From an optimization exercise on the open Yosys and OpenROAD flow, aimed at small area and a short achievable clock period; shortcuts taken in it are not production practice. No activity file was given, so power comes from the tool's default toggle rates.

==> flow/design.v (excerpt) <==
module zx128_glue
(
  input  logic                       clk14m,
  input  logic                       RESET_n,
  input  logic [ADDR_W-1:0]          cpu_addr_i,
  input  logic [DATA_W-1:0]          cpu_data_i,
  input  logic                       cpu_mreq_n_i,
  input  logic                       cpu_iorq_n_i,
  input  logic                       cpu_rd_n_i,
  input  logic                       cpu_wr_n_i,
  input  logic [DATA_W-1:0]          rom_data_i,
  input  logic [DATA_W-1:0]          sram_data_i,
  input  logic [KB_ROWS*KB_COLS-1:0] kb_rows_i,
  input  logic                       ear_i,
  input  logic [DATA_W-1:0]          tape_data_i,
  input  logic                       tape_valid_i,
  output logic [DATA_W-1:0]          cpu_data_o,
  output logic [ROM_AW-1:0]          rom_addr_o,
  output logic [SRAM_AW-1:0]         sram_addr_o,
  output logic [DATA_W-1:0]          sram_data_o,
  output logic                       sram_we_o,
  output logic [2:0]                 border_o,
  output logic                       mic_o,
  output logic                       ear_o,
  output logic                       tape_hreq_o,
  output logic                       tape_ready_o,
  output logic                       int_o
);
Size in the first run: roughly 5900 cells after synthesis, about 160 I/O pins.
Settings: LEC_CHECK=0, CAP_MARGIN=20, CORE_MARGIN=2, CORE_UTILIZATION=65, CTS_BUF_LIST=sky130_fd_sc_hd__clkbuf_8, CTS_CLUSTER_DIAMETER=50, CTS_CLUSTER_SIZE=16, SETUP_SLACK_MARGIN=4.0, SLEW_MARGIN=20; clock period 9.0 ns.
standard.sh (not shown) runs the stock make flow with config.mk's settings and CLKGATE_MAP_FILE= SYNTH_SCRIPT=/design/flow/synth_recipe.tcl, a recipe that flattens the netlist after the stock synthesis.
==> flow/flow/run.sh <==
#!/bin/bash
# Own layout flow: the standard flow with a cell set that leaves out the
# slow wide OR/NOR-style cells (flow/dont_use.txt, the platform's list plus those).
set -euo pipefail
WORK=$(pwd)
DU="$(cat $WORK/flow/dont_use.txt)"
bash standard.sh synth DONT_USE_CELLS="$DU" > $WORK/synth.log 2>&1
bash standard.sh finish DONT_USE_CELLS="$DU" > $WORK/finish.log 2>&1
Other scripts of this flow, unchanged in this note and not shown: flow/flow/dont_use.txt
==> next run, changes <==
--- a/flow/flow/run.sh
+++ b/flow/flow/run.sh
@@ -8 +8 @@
-bash standard.sh finish DONT_USE_CELLS="$DU" > $WORK/finish.log 2>&1
+bash standard.sh finish DONT_USE_CELLS="$DU" BUFFER_PORTS_ARGS="-buffer_cell sky130_fd_sc_hd__buf_1" > $WORK/finish.log 2>&1
CTS_CLUSTER_DIAMETER = 55   (was 50)
CTS_CLUSTER_SIZE = 18   (was 16)
=> Design area fell slightly. Global-route usage fell by 0.17 points. First-iteration DRC count fell slightly. Fmax barely changes. Hold slack loses 0.0095 ns. Setup slack loses 0.012 ns. Power fell slightly. Sequential share of layout area rose by 0.96 points. Routed wire length hardly moves. Register-to-register slack loses 0.18 ns.
No functional check of the RTL was part of any run of this note.


Another version of the RTL of zx128_glue (not shown whole).
Size in the first run: roughly 5900 cells after synthesis, about 4400 flip-flops, ~160 I/O pins, about 0.10 mm^2 of cells after synthesis.
export LEC_CHECK = 0
export CAP_MARGIN = 20
export CORE_MARGIN = 2
export CORE_UTILIZATION = 65
export CTS_BUF_LIST = sky130_fd_sc_hd__clkbuf_8
export CTS_CLUSTER_DIAMETER = 60
export CTS_CLUSTER_SIZE = 20
export SETUP_SLACK_MARGIN = 4.0
export SLEW_MARGIN = 20
create_clock -name core_clock -period 9.0 [get_ports {clk14m}]
run.sh (not shown) runs the stock make flow with config.mk's settings and CLKGATE_MAP_FILE= SYNTH_SCRIPT=/design/flow/synth_recipe.tcl, a recipe that flattens the netlist after the stock synthesis.
Stock flow here: none of the scripts above is used.
Rerun with:
CTS_BUF_LIST = sky130_fd_sc_hd__clkbuf_16 sky130_fd_sc_hd__clkbuf_8   (was sky130_fd_sc_hd__clkbuf_8)
CTS_CLUSTER_DIAMETER = 100   (was 60)
CTS_CLUSTER_SIZE = 30   (was 20)
Outcome:
- cell count went down by about 1.5%
- die area is unchanged
- non-clock buffer count is unchanged
No functional check of the RTL was part of any run of this note.

## static timing again, ports no longer ideal
No port has a modelled driver above. Below, the same layouts with a new extraction and two added sets of constraints. Step 1 sets driving cells, clkbuf_16 on the clock port and buf_2 on the other inputs (assumed; they add their load-dependent delay and slew). Step 2 also shifts input and output timing later by t, the mid clock arrival at the registers, as if the neighbouring blocks saw the same clock. Slacks: ideal / step 1 / step 2; pairs: ideal / step 1.
run | t (ns) | slack for setup (ns) | worst setup path after step 2 | worst slew at a driven data input, ns | pins driven straight from the clock port
the first run of note 1 | 1.063 | 3.911 / 3.857 / 3.580 | input to register | 0.08 | 1
the second run of note 1 | 1.044 | 3.899 / 3.842 / 3.582 | input to register | 0.13 | 1
the first run of note 2 | 1.081 | 3.783 / 3.730 / 3.268 | input to register | 0.08 | 1
the second run of note 2 | 0.895 | 3.752 / 3.726 / 3.416 | input to register | 0.09 | 1
After both steps setup and hold are still met in every run listed. For the first run of note 2, which loses most, drivers alone change the setup slack by -0.053 ns; drivers and shift together by -0.515 ns.
